Context: an optimization exercise on an open-source flow, tuned for small area, a short achievable clock period and few clock cycles per item. The choices shown serve that exercise and are no tape-out recipe. RTL that was checked went through simulation tests only; none was proved equivalent to the original.

==> v11 <==
## expu_accumulator
module expu_accumulator #(
    parameter int EXP_BITS  = 8,
    parameter int MANT_BITS = 7,
    parameter int N_ROWS    = 8,
    parameter int ACC_WIDTH = 32,
    parameter int ACC_FRAC  = 16,
    localparam int WIDTH    = EXP_BITS + MANT_BITS + 1
) (
    input  logic                      clk_i,
    input  logic                      rst_ni,
    input  logic                      clear_i,
    input  logic                      enable_i,
    input  logic                      valid_i,
    output logic                      ready_o,
    input  logic [N_ROWS-1:0]         strb_i,
    input  logic [N_ROWS*WIDTH-1:0]   op_i,
    input  logic                      last_i,
    output logic [ACC_WIDTH-1:0]      sum_o,
    output logic                      overflow_o,
    output logic                      valid_o,
    input  logic                      ready_i
);
Settings: LEC_CHECK=0, CAP_MARGIN=20, CORE_MARGIN=2, CORE_UTILIZATION=40, CTS_BUF_LIST=sky130_fd_sc_hd__clkbuf_4 sky130_fd_sc_hd__clkbuf_8, SLEW_MARGIN=20, SYNTH_HIERARCHICAL=1; clock period 22.0 ns.
standard.sh (not shown) runs the stock make flow with config.mk's settings and CLKGATE_MAP_FILE= SYNTH_SCRIPT=/design/flow/synth_recipe.tcl, a recipe that flattens the netlist after the stock synthesis.
==> flow/flow/run.sh <==
#!/bin/bash
# The standard layout (standard.sh: the ORFS flow, standard synthesis included), with two
# changes: the input and output port buffers are the smallest plain buffer, buf_1, instead of the
# cell buffer_ports picks by itself (a 10 um2 delay buffer); and timing repair aims at a setup
# slack of 12.7 ns on the design's clock, so that it speeds up the critical paths.
set -euo pipefail
export BUFFER_PORTS_ARGS="-buffer_cell sky130_fd_sc_hd__buf_1"
export SETUP_SLACK_MARGIN=12.7
bash standard.sh > standard_make.log 2>&1
==> inputs of v26, as changes to v11 <==
--- a/flow/design.v
+++ b/flow/design.v
@@ -14,75 +14,23 @@
     output logic s,
     output logic co
 );
     assign s  = a ^ b;
     assign co = a & b;
 endmodule
-module expu_ready (
-    input  logic enable,
-    input  logic clear,
-    input  logic busy,
-    input  logic ready_in,
-    output logic ready
-);
-    assign ready = enable & ~clear & (~busy | ready_in);
-endmodule
 module expu_or8 (
     input  logic [7:0] a,
+    input  logic       e,
     output logic       y
 );
-    assign y = |a;
-endmodule
-module expu_add4_lo (
-    input  logic [3:0] a,
-    input  logic [3:0] b,
-    output logic [3:0] s,
-    output logic       co
-);
-    logic [3:0] p, g, c;
-    logic       g32, p32, g10;
-    for (genvar i = 0; i < 4; i++) begin : g_pg
-        expu_ha u_pg (.a(a[i]), .b(b[i]), .s(p[i]), .co(g[i]));
-    end
-    assign g10  = g[1] | (p[1] & g[0]);
-    assign g32  = g[3] | (p[3] & g[2]);
-    assign p32  = p[3] & p[2];
-    assign c[0] = g[0];
-    assign c[1] = g10;
-    assign c[2] = g[2] | (p[2] & c[1]);
-    assign c[3] = g32 | (p32 & c[1]);
-    assign s    = p ^ {c[2:0], 1'b0};
-    assign co   = c[3];
+    assign y = (|a) | e;
 endmodule
 module expu_add4 (
     input  logic [3:0] a,
     input  logic [3:0] b,
     input  logic       ci,
-    output logic [3:0] s,
-    output logic       co
-);
-    logic [3:0] p, g, c;
-    logic       g32, p32, g10, p10;
-    for (genvar i = 0; i < 4; i++) begin : g_pg
-        expu_ha u_pg (.a(a[i]), .b(b[i]), .s(p[i]), .co(g[i]));
-    end
-    assign g10  = g[1] | (p[1] & g[0]);
-    assign p10  = p[1] & p[0];
-    assign g32  = g[3] | (p[3] & g[2]);
-    assign p32  = p[3] & p[2];
-    assign c[0] = g[0] | (p[0] & ci);
-    assign c[1] = g10 | (p10 & ci);
-    assign c[2] = g[2] | (p[2] & c[1]);
-    assign c[3] = g32 | (p32 & c[1]);
-    assign s    = p ^ {c[2:0], ci};
-    assign co   = c[3];
-endmodule
-module expu_add4_hi (
-    input  logic [3:0] a,
-    input  logic [3:0] b,
-    input  logic       ci,
     input  logic       xi,
     output logic [3:0] s,
     output logic       co
 );
     logic [3:0] p, g, c;
     logic       g32, p32, g10, p10;
@@ -133,20 +81,14 @@
     logic [ACC_WIDTH-1:0] acc_base, row_a, row_b, total;
     logic [N_BLK-1:1]     cy_base, cy_d;
     logic                 tree_high, ovf_early, ovf_d;
     logic [ACC_WIDTH-1:0] res;
     logic                 res_carry, res_ovf;
     assign handover = valid_q & ready_i & enable_i & ~clear_i;
-    expu_ready u_ready (
-        .enable   (enable_i),
-        .clear    (clear_i),
-        .busy     (valid_q),
-        .ready_in (ready_i),
-        .ready    (ready_o)
-    );
-    assign accept   = valid_i & enable_i & ~clear_i & (~valid_q | ready_i);
+    assign ready_o  = enable_i & ~clear_i & (~valid_q | ready_i);
+    assign accept   = valid_i & ready_o;
     assign keep     = part_q | (valid_q & ~handover);
     assign acc_base = acc_q & {ACC_WIDTH{keep}};
     assign cy_base  = cy_q & {(N_BLK-1){keep}};
     for (genvar i = 0; i < N_ROWS; i++) begin : g_lane
         logic [15:0] x;
         logic [7:0]  e;
@@ -448,40 +390,36 @@
     expu_fa u_fa218 (.a(tc185), .b(ts186), .c(ts151), .s(ts218), .co(tc218));
     expu_fa u_fa219 (.a(tc186), .b(ts187), .c(ts153), .s(ts219), .co(tc219));
     expu_fa u_fa220 (.a(tc187), .b(ts188), .c(ts155), .s(ts220), .co(tc220));
     expu_fa u_fa221 (.a(tc188), .b(ts189), .c(ts157), .s(ts221), .co(tc221));
     assign row_a = {tc220, tc219, tc218, tc217, tc216, tc215, tc214, tc213, tc212, tc211, tc210, tc209, tc208, tc207, tc206, tc205, tc204, tc203, tc202, tc201, tc200, tc199, tc198, tc197, tc196, tc195, tc194, tc193, tc192, tc191, tc190, ts190};
     assign row_b = {ts221, ts220, ts219, ts218, ts217, ts216, ts215, ts214, ts213, ts212, ts211, ts210, ts209, ts208, ts207, ts206, ts205, ts204, ts203, ts202, ts201, ts200, ts199, ts198, ts197, ts196, ts195, ts194, ts193, ts192, ts191, acc_base[0]};
-    expu_or8 u_high (.a({tc221, tc189, tc157, tc156, tc94, tc93, tc92, ovf_early}), .y(tree_high));
+    expu_or8 u_high (.a({1'b0, tc221, tc189, tc157, tc156, tc94, tc93, tc92}), .e(ovf_early), .y(tree_high));
     assign ovf_early = (keep & ovf_q) | (|lane_sat);
     for (genvar k = 0; k < N_BLK; k++) begin : g_blk
-        if (k == 0) begin : g_lo
-            expu_add4_lo u_add (
-                .a  (row_a[BLK*k +: BLK]),
-                .b  (row_b[BLK*k +: BLK]),
-                .s  (total[BLK*k +: BLK]),
-                .co (cy_d[k+1])
-            );
-        end else if (k < N_BLK - 1) begin : g_mid
-            expu_add4 u_add (
-                .a  (row_a[BLK*k +: BLK]),
-                .b  (row_b[BLK*k +: BLK]),
-                .ci (cy_base[k]),
-                .s  (total[BLK*k +: BLK]),
-                .co (cy_d[k+1])
-            );
-        end else begin : g_hi
-            expu_add4_hi u_add (
-                .a  (row_a[BLK*k +: BLK]),
-                .b  (row_b[BLK*k +: BLK]),
-                .ci (cy_base[k]),
-                .xi (tree_high),
-                .s  (total[BLK*k +: BLK]),
-                .co (ovf_d)
-            );
+        logic ci, xi, co;
+        if (k == 0) begin : g_c0
+            assign ci = 1'b0;
+        end else begin : g_ck
+            assign ci = cy_base[k];
+        end
+        if (k == N_BLK - 1) begin : g_top
+            assign xi    = tree_high;
+            assign ovf_d = co;
+        end else begin : g_mid
+            assign xi        = 1'b0;
+            assign cy_d[k+1] = co;
         end
+        expu_add4 u_add (
+            .a  (row_a[BLK*k +: BLK]),
+            .b  (row_b[BLK*k +: BLK]),
+            .ci (ci),
+            .xi (xi),
+            .s  (total[BLK*k +: BLK]),
+            .co (co)
+        );
     end
     always_ff @(posedge clk_i or negedge rst_ni) begin
         if (!rst_ni) begin
             valid_q <= 1'b0;
             part_q  <= 1'b0;
             ovf_q   <= 1'b0;
==> flow/flow/run.sh (replaced) <==
#!/bin/bash
# The standard layout (standard.sh: the ORFS flow, standard synthesis included), with two
# changes: the input and output port buffers are the smallest plain buffer, buf_1, instead of the
# cell buffer_ports picks by itself (a 10 um2 delay buffer); and timing repair aims at a setup
# slack of 12.6 ns on the design's clock, so that it speeds up the critical paths.
set -euo pipefail
export BUFFER_PORTS_ARGS="-buffer_cell sky130_fd_sc_hd__buf_1"
export SETUP_SLACK_MARGIN=12.6
bash standard.sh > standard_make.log 2>&1
==> flow/config.mk (replaced) <==
export PLATFORM = sky130hd
export DESIGN_NAME = expu_accumulator
export DESIGN_NICKNAME = expu_accumulator
export VERILOG_FILES = /design/flow/design.v
export SDC_FILE = /design/flow/constraint.sdc
export NUM_CORES = 4
export LEC_CHECK = 0
export CAP_MARGIN = 20
export CORE_MARGIN = 2
export CORE_UTILIZATION = 60
export SLEW_MARGIN = 20
export SYNTH_HIERARCHICAL = 1
==> inputs of v15, as changes to v11 <==
--- a/flow/design.v
+++ b/flow/design.v
@@ -14,94 +14,136 @@
     output logic s,
     output logic co
 );
     assign s  = a ^ b;
     assign co = a & b;
 endmodule
-module expu_ready (
-    input  logic enable,
-    input  logic clear,
-    input  logic busy,
-    input  logic ready_in,
-    output logic ready
-);
-    assign ready = enable & ~clear & (~busy | ready_in);
-endmodule
 module expu_or8 (
     input  logic [7:0] a,
     output logic       y
 );
     assign y = |a;
 endmodule
-module expu_add4_lo (
-    input  logic [3:0] a,
-    input  logic [3:0] b,
-    output logic [3:0] s,
+module expu_add8_lo (
+    input  logic [7:0] a,
+    input  logic [7:0] b,
+    output logic [7:0] s,
     output logic       co
 );
-    logic [3:0] p, g, c;
-    logic       g32, p32, g10;
-    for (genvar i = 0; i < 4; i++) begin : g_pg
+    logic [7:0] p, g;
+    for (genvar i = 0; i < 8; i++) begin : g_pg
         expu_ha u_pg (.a(a[i]), .b(b[i]), .s(p[i]), .co(g[i]));
     end
-    assign g10  = g[1] | (p[1] & g[0]);
-    assign g32  = g[3] | (p[3] & g[2]);
-    assign p32  = p[3] & p[2];
-    assign c[0] = g[0];
-    assign c[1] = g10;
-    assign c[2] = g[2] | (p[2] & c[1]);
-    assign c[3] = g32 | (p32 & c[1]);
-    assign s    = p ^ {c[2:0], 1'b0};
-    assign co   = c[3];
+    logic g0_1, p0_1, g0_3, p0_3, g0_5, p0_5, g0_7, p0_7, g1_2, p1_2, g1_3, p1_3, g1_6, p1_6, g1_7, p1_7, g2_4, p2_4, g2_5, p2_5, g2_6, p2_6, g2_7, p2_7;
+    assign g0_1 = g[1] | (p[1] & g[0]);
+    assign p0_1 = p[1] & p[0];
+    assign g0_3 = g[3] | (p[3] & g[2]);
+    assign p0_3 = p[3] & p[2];
+    assign g0_5 = g[5] | (p[5] & g[4]);
+    assign p0_5 = p[5] & p[4];
+    assign g0_7 = g[7] | (p[7] & g[6]);
+    assign p0_7 = p[7] & p[6];
+    assign g1_2 = g[2] | (p[2] & g0_1);
+    assign p1_2 = p[2] & p0_1;
+    assign g1_3 = g0_3 | (p0_3 & g0_1);
+    assign p1_3 = p0_3 & p0_1;
+    assign g1_6 = g[6] | (p[6] & g0_5);
+    assign p1_6 = p[6] & p0_5;
+    assign g1_7 = g0_7 | (p0_7 & g0_5);
+    assign p1_7 = p0_7 & p0_5;
+    assign g2_4 = g[4] | (p[4] & g1_3);
+    assign p2_4 = p[4] & p1_3;
+    assign g2_5 = g0_5 | (p0_5 & g1_3);
+    assign p2_5 = p0_5 & p1_3;
+    assign g2_6 = g1_6 | (p1_6 & g1_3);
+    assign p2_6 = p1_6 & p1_3;
+    assign g2_7 = g1_7 | (p1_7 & g1_3);
+    assign p2_7 = p1_7 & p1_3;
+    assign s  = p ^ {g2_6, g2_5, g2_4, g1_3, g1_2, g0_1, g[0], 1'b0};
+    assign co = g2_7;
 endmodule
-module expu_add4 (
-    input  logic [3:0] a,
-    input  logic [3:0] b,
+module expu_add8 (
+    input  logic [7:0] a,
+    input  logic [7:0] b,
     input  logic       ci,
-    output logic [3:0] s,
+    output logic [7:0] s,
     output logic       co
 );
-    logic [3:0] p, g, c;
-    logic       g32, p32, g10, p10;
-    for (genvar i = 0; i < 4; i++) begin : g_pg
+    logic [7:0] p, g;
+    for (genvar i = 0; i < 8; i++) begin : g_pg
         expu_ha u_pg (.a(a[i]), .b(b[i]), .s(p[i]), .co(g[i]));
     end
-    assign g10  = g[1] | (p[1] & g[0]);
-    assign p10  = p[1] & p[0];
-    assign g32  = g[3] | (p[3] & g[2]);
-    assign p32  = p[3] & p[2];
-    assign c[0] = g[0] | (p[0] & ci);
-    assign c[1] = g10 | (p10 & ci);
-    assign c[2] = g[2] | (p[2] & c[1]);
-    assign c[3] = g32 | (p32 & c[1]);
-    assign s    = p ^ {c[2:0], ci};
-    assign co   = c[3];
+    logic g0c, g0_1, p0_1, g0_3, p0_3, g0_5, p0_5, g0_7, p0_7, g1_2, p1_2, g1_3, p1_3, g1_6, p1_6, g1_7, p1_7, g2_4, p2_4, g2_5, p2_5, g2_6, p2_6, g2_7, p2_7;
+    assign g0c = g[0] | (p[0] & ci);
+    assign g0_1 = g[1] | (p[1] & g0c);
+    assign p0_1 = p[1] & p[0];
+    assign g0_3 = g[3] | (p[3] & g[2]);
+    assign p0_3 = p[3] & p[2];
+    assign g0_5 = g[5] | (p[5] & g[4]);
+    assign p0_5 = p[5] & p[4];
+    assign g0_7 = g[7] | (p[7] & g[6]);
+    assign p0_7 = p[7] & p[6];
+    assign g1_2 = g[2] | (p[2] & g0_1);
+    assign p1_2 = p[2] & p0_1;
+    assign g1_3 = g0_3 | (p0_3 & g0_1);
+    assign p1_3 = p0_3 & p0_1;
+    assign g1_6 = g[6] | (p[6] & g0_5);
+    assign p1_6 = p[6] & p0_5;
+    assign g1_7 = g0_7 | (p0_7 & g0_5);
+    assign p1_7 = p0_7 & p0_5;
+    assign g2_4 = g[4] | (p[4] & g1_3);
+    assign p2_4 = p[4] & p1_3;
+    assign g2_5 = g0_5 | (p0_5 & g1_3);
+    assign p2_5 = p0_5 & p1_3;
+    assign g2_6 = g1_6 | (p1_6 & g1_3);
+    assign p2_6 = p1_6 & p1_3;
+    assign g2_7 = g1_7 | (p1_7 & g1_3);
+    assign p2_7 = p1_7 & p1_3;
+    assign s  = p ^ {g2_6, g2_5, g2_4, g1_3, g1_2, g0_1, g0c, ci};
+    assign co = g2_7;
 endmodule
-module expu_add4_hi (
-    input  logic [3:0] a,
-    input  logic [3:0] b,
+module expu_add8_hi (
+    input  logic [7:0] a,
+    input  logic [7:0] b,
     input  logic       ci,
     input  logic       xi,
-    output logic [3:0] s,
+    output logic [7:0] s,
     output logic       co
 );
-    logic [3:0] p, g, c;
-    logic       g32, p32, g10, p10;
-    for (genvar i = 0; i < 4; i++) begin : g_pg
+    logic [7:0] p, g;
+    for (genvar i = 0; i < 8; i++) begin : g_pg
         expu_ha u_pg (.a(a[i]), .b(b[i]), .s(p[i]), .co(g[i]));
     end
-    assign g10  = g[1] | (p[1] & g[0]);
-    assign p10  = p[1] & p[0];
-    assign g32  = g[3] | (p[3] & g[2]);
-    assign p32  = p[3] & p[2];
-    assign c[0] = g[0] | (p[0] & ci);
-    assign c[1] = g10 | (p10 & ci);
-    assign c[2] = g[2] | (p[2] & c[1]);
-    assign c[3] = g32 | (p32 & c[1]);
-    assign s    = p ^ {c[2:0], ci};
-    assign co   = c[3] | xi;
+    logic g0c, g0_1, p0_1, g0_3, p0_3, g0_5, p0_5, g0_7, p0_7, g1_2, p1_2, g1_3, p1_3, g1_6, p1_6, g1_7, p1_7, g2_4, p2_4, g2_5, p2_5, g2_6, p2_6, g2_7, p2_7;
+    assign g0c = g[0] | (p[0] & ci);
+    assign g0_1 = g[1] | (p[1] & g0c);
+    assign p0_1 = p[1] & p[0];
+    assign g0_3 = g[3] | (p[3] & g[2]);
+    assign p0_3 = p[3] & p[2];
+    assign g0_5 = g[5] | (p[5] & g[4]);
+    assign p0_5 = p[5] & p[4];
+    assign g0_7 = g[7] | (p[7] & g[6]);
+    assign p0_7 = p[7] & p[6];
+    assign g1_2 = g[2] | (p[2] & g0_1);
+    assign p1_2 = p[2] & p0_1;
+    assign g1_3 = g0_3 | (p0_3 & g0_1);
+    assign p1_3 = p0_3 & p0_1;
+    assign g1_6 = g[6] | (p[6] & g0_5);
+    assign p1_6 = p[6] & p0_5;
+    assign g1_7 = g0_7 | (p0_7 & g0_5);
+    assign p1_7 = p0_7 & p0_5;
+    assign g2_4 = g[4] | (p[4] & g1_3);
+    assign p2_4 = p[4] & p1_3;
+    assign g2_5 = g0_5 | (p0_5 & g1_3);
+    assign p2_5 = p0_5 & p1_3;
+    assign g2_6 = g1_6 | (p1_6 & g1_3);
+    assign p2_6 = p1_6 & p1_3;
+    assign g2_7 = g1_7 | (p1_7 & g1_3);
+    assign p2_7 = p1_7 & p1_3;
+    assign s  = p ^ {g2_6, g2_5, g2_4, g1_3, g1_2, g0_1, g0c, ci};
+    assign co = g2_7 | xi;
 endmodule
 module expu_accumulator #(
     parameter int EXP_BITS  = 8,
     parameter int MANT_BITS = 7,
     parameter int N_ROWS    = 8,
     parameter int ACC_WIDTH = 32,
@@ -119,13 +161,13 @@
     input  logic                      last_i,
     output logic [ACC_WIDTH-1:0]      sum_o,
     output logic                      overflow_o,
     output logic                      valid_o,
     input  logic                      ready_i
 );
-    localparam int BLK   = 4;                   
+    localparam int BLK   = 8;                   
     localparam int N_BLK = ACC_WIDTH / BLK;
     logic                 valid_q, part_q, ovf_q;
     logic [ACC_WIDTH-1:0] acc_q;                
     logic [N_BLK-1:1]     cy_q;                 
     logic                 handover, accept, keep;
     logic [N_ROWS-1:0]    lane_sat;
@@ -133,20 +175,14 @@
     logic [ACC_WIDTH-1:0] acc_base, row_a, row_b, total;
     logic [N_BLK-1:1]     cy_base, cy_d;
     logic                 tree_high, ovf_early, ovf_d;
     logic [ACC_WIDTH-1:0] res;
     logic                 res_carry, res_ovf;
     assign handover = valid_q & ready_i & enable_i & ~clear_i;
-    expu_ready u_ready (
-        .enable   (enable_i),
-        .clear    (clear_i),
-        .busy     (valid_q),
-        .ready_in (ready_i),
-        .ready    (ready_o)
-    );
-    assign accept   = valid_i & enable_i & ~clear_i & (~valid_q | ready_i);
+    assign ready_o  = enable_i & ~clear_i & (~valid_q | ready_i);
+    assign accept   = valid_i & ready_o;
     assign keep     = part_q | (valid_q & ~handover);
     assign acc_base = acc_q & {ACC_WIDTH{keep}};
     assign cy_base  = cy_q & {(N_BLK-1){keep}};
     for (genvar i = 0; i < N_ROWS; i++) begin : g_lane
         logic [15:0] x;
         logic [7:0]  e;
@@ -450,39 +486,16 @@
     expu_fa u_fa220 (.a(tc187), .b(ts188), .c(ts155), .s(ts220), .co(tc220));
     expu_fa u_fa221 (.a(tc188), .b(ts189), .c(ts157), .s(ts221), .co(tc221));
     assign row_a = {tc220, tc219, tc218, tc217, tc216, tc215, tc214, tc213, tc212, tc211, tc210, tc209, tc208, tc207, tc206, tc205, tc204, tc203, tc202, tc201, tc200, tc199, tc198, tc197, tc196, tc195, tc194, tc193, tc192, tc191, tc190, ts190};
     assign row_b = {ts221, ts220, ts219, ts218, ts217, ts216, ts215, ts214, ts213, ts212, ts211, ts210, ts209, ts208, ts207, ts206, ts205, ts204, ts203, ts202, ts201, ts200, ts199, ts198, ts197, ts196, ts195, ts194, ts193, ts192, ts191, acc_base[0]};
     expu_or8 u_high (.a({tc221, tc189, tc157, tc156, tc94, tc93, tc92, ovf_early}), .y(tree_high));
     assign ovf_early = (keep & ovf_q) | (|lane_sat);
-    for (genvar k = 0; k < N_BLK; k++) begin : g_blk
-        if (k == 0) begin : g_lo
-            expu_add4_lo u_add (
-                .a  (row_a[BLK*k +: BLK]),
-                .b  (row_b[BLK*k +: BLK]),
-                .s  (total[BLK*k +: BLK]),
-                .co (cy_d[k+1])
-            );
-        end else if (k < N_BLK - 1) begin : g_mid
-            expu_add4 u_add (
-                .a  (row_a[BLK*k +: BLK]),
-                .b  (row_b[BLK*k +: BLK]),
-                .ci (cy_base[k]),
-                .s  (total[BLK*k +: BLK]),
-                .co (cy_d[k+1])
-            );
-        end else begin : g_hi
-            expu_add4_hi u_add (
-                .a  (row_a[BLK*k +: BLK]),
-                .b  (row_b[BLK*k +: BLK]),
-                .ci (cy_base[k]),
-                .xi (tree_high),
-                .s  (total[BLK*k +: BLK]),
-                .co (ovf_d)
-            );
-        end
-    end
+    expu_add8_lo u_add0 (.a(row_a[7:0]), .b(row_b[7:0]), .s(total[7:0]), .co(cy_d[1]));
+    expu_add8 u_add1 (.a(row_a[15:8]), .b(row_b[15:8]), .ci(cy_base[1]), .s(total[15:8]), .co(cy_d[2]));
+    expu_add8 u_add2 (.a(row_a[23:16]), .b(row_b[23:16]), .ci(cy_base[2]), .s(total[23:16]), .co(cy_d[3]));
+    expu_add8_hi u_add3 (.a(row_a[31:24]), .b(row_b[31:24]), .ci(cy_base[3]), .xi(tree_high), .s(total[31:24]), .co(ovf_d));
     always_ff @(posedge clk_i or negedge rst_ni) begin
         if (!rst_ni) begin
             valid_q <= 1'b0;
             part_q  <= 1'b0;
             ovf_q   <= 1'b0;
         end else if (clear_i) begin
==> flow/flow/run.sh (replaced) <==
#!/bin/bash
# The standard layout (standard.sh: the ORFS flow, standard synthesis included), with two
# changes: the input and output port buffers are the smallest plain buffer, buf_1, instead of the
# cell buffer_ports picks by itself (a 10 um2 delay buffer); and timing repair aims at a setup
# slack of 12.6 ns on the design's clock, so that it speeds up the critical paths.
set -euo pipefail
export BUFFER_PORTS_ARGS="-buffer_cell sky130_fd_sc_hd__buf_1"
export SETUP_SLACK_MARGIN=12.6
bash standard.sh > standard_make.log 2>&1
--- a/flow/config.mk
+++ b/flow/config.mk
@@ -5,9 +5,8 @@
 export SDC_FILE = /design/flow/constraint.sdc
 export NUM_CORES = 4
 export LEC_CHECK = 0
 export CAP_MARGIN = 20
 export CORE_MARGIN = 2
 export CORE_UTILIZATION = 40
-export CTS_BUF_LIST = sky130_fd_sc_hd__clkbuf_4 sky130_fd_sc_hd__clkbuf_8
 export SLEW_MARGIN = 20
 export SYNTH_HIERARCHICAL = 1
==> flow_summary.json <==
{
  "use_met3": 0.06204,
  "met1_usage": 0.5521,
  "crit_chain": "buf_1 -> nand2b_4 -> a21oi_1 -> buf_1",
  "p_comb_frac": 0.445,
  "status": "no timing/DRC/antenna violations",
  "whs_ns": 0.6159,
  "switchingPower_w": 0.0001250
}
the above is filed under v26

==> flow_summary.json <==
{
  "use_met3": 0.06690,
  "status": "no timing/DRC/antenna violations",
  "whs_ns": 0.5913,
  "met1_usage": 0.3744,
  "drv_cap": 0,
  "power.leakage_nw": 6.409
}
the above is filed under v15

==> flow_summary.json <==
{
  "dpl_cell_area_um2": 13140,
  "cp-start-kind": "input port",
  "seqPwrFrac": 0.312,
  "met2_usage": 0.4080,
  "met1_usage": 0.3955,
  "hold_path_end": "part_q",
  "die_y_um": 179.4,
  "status": "no timing/DRC/antenna violations",
  "switchingPower_w": 0.0001027,
  "p_comb_frac": 0.426,
  "crit_chain": "buf_2 -> nor2b_4 -> nor3b_2 -> buf_2",
  "whs_ns": 0.5876
}
the above is filed under v11

Testbench counts of v26, summed over its fixed seeds: cycles 4,808, items 4,800.
The RTL of v11 and v15 was laid out without a check of its function.

## separate check: timing with driven ports
The results above use ideal ports. As a check the final layouts listed here were re-extracted and re-timed, cells and wires unchanged.
Step 1: set_driving_cell puts a clkbuf_16 on clk_i and a buf_2 on each other input, an assumption about the parent block.
Step 2, shift: input delay + t, output delay - t, t = (earliest + latest rising clock arrival at the registers) / 2. This alone moves slack from input paths to output paths.
Slacks: ideal ports / drivers / drivers and shift; pairs: ideal ports / drivers.
run	t, ns	setup WS [ns]	worst setup path at the end	pins driven straight from the clock port
v11	0.353	12.731 / 12.708 / 12.494	input to register	1
v26	0.330	12.669 / 12.647 / 12.451	input to register	1
v15	0.331	12.609 / 12.576 / 12.261	input to register	1
After both steps every run listed still meets setup and hold. The setup slack of v15, which loses most, moves by -0.033 ns with the drivers and by -0.348 ns with both steps.
